This design comes from an exercise in tuning for small area, a short achievable clock period and few clock cycles per item on the open sky130 flow, not from production work. Where RTL was checked, it was by simulation tests only, not by an equivalence proof against the original.

Setup of north:
## modular_exponentiation
module modular_exponentiation (
    input  wire logic                  clk,
    input  wire logic                  rst_n,
    input  wire logic                  in_valid,
    output logic                       in_ready,
    input  wire mexp_pkg::word_t       message,
    output logic                       out_valid,
    input  wire logic                  out_ready,
    output mexp_pkg::word_t            power_result,
    input  wire logic                  cfg_valid,
    output logic                       cfg_ready,
    input  wire mexp_pkg::cfg_index_t  cfg_index,
    input  wire mexp_pkg::word_t       cfg_data
);
    mexp_pkg::word_t      modulus_reg;
    mexp_pkg::cnt_t       mshift_reg;
    mexp_pkg::word_t      exponent_reg;
    mexp_pkg::word_t      base_reg;
    mexp_pkg::word_t      acc_reg;
    logic                 acc_one_reg;
    mexp_pkg::sword_t     sqa_reg;
    mexp_pkg::sword_t     sqb_reg;
    mexp_pkg::est_t       sqr_reg;
    logic [2:0]           sqq_reg;
    mexp_pkg::sword_t     mla_reg;
    mexp_pkg::sword_t     mlb_reg;
    mexp_pkg::est_t       mlr_reg;
    logic [2:0]           mlq_reg;
    logic                 sq_bit_reg;
    logic                 sq_nbit_reg;
    logic                 ml_bit_reg;
    logic                 ml_nbit_reg;
    mexp_pkg::sword_t     cv_reg;
    mexp_pkg::sword_t     cva;
    mexp_pkg::sword_t     cvb;
    logic                 busy;
    logic                 hold;
    logic [5:0]           nq_reg;
  ...
Size: ~350 flip-flops, roughly 110 I/O pins, about 25000 µm² of cells after synthesis.
clock: 6.5 ns
lec_check: 0
cap_margin: 20
core_margin: 2
core_utilization: 60
setup_slack_margin: 2.85
slew_margin: 20
run.sh (not shown) runs the stock make flow with config.mk's settings and CLKGATE_MAP_FILE= SYNTH_SCRIPT=/design/flow/synth_recipe.tcl, a recipe that flattens the netlist after the stock synthesis.
--- input diff north..south ---
--- a/flow/design.v
+++ b/flow/design.v
@@ -391,23 +391,23 @@
             nq_ok_reg <= 1'b0;
         end
         else
         begin
             nq_ok_reg <= !busy && !(cfg_valid && (cfg_index == mexp_pkg::REG_MODULUS));
         end
     end
     always_ff @(posedge clk)
     begin
         nq_reg <= modulus_reg[31:26];
     end
-    assign hold    = busy || !nq_ok_reg;
+    assign hold    = !nq_ok_reg;
     assign special = (modulus_reg == '0) || (exponent_reg == '0);
     mexp_ctrl u_ctrl (
         .clk          (clk),
         .rst_n        (rst_n),
         .in_valid     (in_valid),
         .in_ready     (in_ready),
         .out_valid    (out_valid),
         .out_ready    (out_ready),
         .busy         (hold),
         .special      (special),
         .mshift       (mshift_reg),
==> comparison <==
- south vs. north: height of the chip now sits lower, I/O pin count closely matched the old numbers, worst hold slack now sits lower, instance area at placement fell 0.91%.
- Diff north -> south: cell depth of the worst setup path shows an increase of 3; via count shows a reduction of 309.
Testbench counts of south, summed over its fixed seeds: cycles 210,240, items 192.
No functional check of the RTL was part of north.

---

Setup of before:
modular_exponentiation, a different RTL version from the one above (not shown whole).
For scale: ~350 flip-flops, about 110 I/O pins.
==> module mexp_csfix, before the edit <==
module mexp_csfix (
    input  wire logic [32:0]      c,
    input  wire mexp_pkg::word_t  n,
    output mexp_pkg::word_t       res
);
    logic [32:0] c1;
    assign c1  = c + {1'b0, n};
    assign res = c[32] ? c1[mexp_pkg::WIDTH-1:0] : c[mexp_pkg::WIDTH-1:0];
endmodule
Settings: LEC_CHECK=0, CAP_MARGIN=20, CORE_MARGIN=2, CORE_UTILIZATION=60, SETUP_SLACK_MARGIN=2.85, SLEW_MARGIN=20; clock period 6.5 ns.
Testbench counts of before, summed over its fixed seeds: cycles 210,240, items 192.
Here is what was changed in the inputs of after compared with before.
--- a/flow/design.v
+++ b/flow/design.v
@@ -283,7 +283,5 @@
     output mexp_pkg::word_t       res
 );
-    logic [32:0] c1;
-    assign c1  = c + {1'b0, n};
-    assign res = c[32] ? c1[mexp_pkg::WIDTH-1:0] : c[mexp_pkg::WIDTH-1:0];
+    assign res = c[mexp_pkg::WIDTH-1:0] + (n & {mexp_pkg::WIDTH{c[32]}});
 endmodule
 `default_nettype wire
Results
after finished all stages; the layout is clean.
Comparing after against before, there is no change at all in number of primary I/O pins.
From before to after the numbers moved as follows: total instance count after detailed placement shows a reduction of about 1.6%; worst setup slack after layout went down 24 ps.
Summary of after over before: non-clock buffer count -about 13%; number of nets in the final layout -57; reg2reg setup slack -20 ps.
Testbench counts of after, summed over its fixed seeds: cycles 210,240, items 192.

==> port drivers added, routing unchanged <==
The flow's constraints put no driver on any port. The routed layouts listed below were extracted and timed again, unchanged, in two steps.
Step 1 sets driving cells, clkbuf_16 on the clock port and buf_2 on the other inputs (assumed; they add their load-dependent delay and slew).
Step 2, shift: input delay + t, output delay - t, t = (earliest + latest rising clock arrival at the registers) / 2. This alone moves slack from input paths to output paths.
Three values: no drivers, after step 1, after step 2; two values: the first two.
| run | t, ns | setup WS [ns] | hold slack, ns | slew at the worst register clock pin (ns) |
|---|---|---|---|---|
| north | 0.617 | 2.914 / 2.857 / 2.947 | 0.503 / 0.495 / 0.503 | 0.07 / 0.07 |
| south | 0.623 | 3.000 / 2.972 / 3.000 | 0.499 / 0.499 / 0.499 | 0.06 / 0.06 |
| before | 0.621 | 2.970 / 2.960 / 2.970 | 0.509 / 0.509 / 0.509 | 0.06 / 0.06 |
| after | 0.623 | 2.946 / 2.946 / 2.946 | 0.502 / 0.502 / 0.502 | 0.06 / 0.06 |
After both steps setup and hold are still met in every run listed.
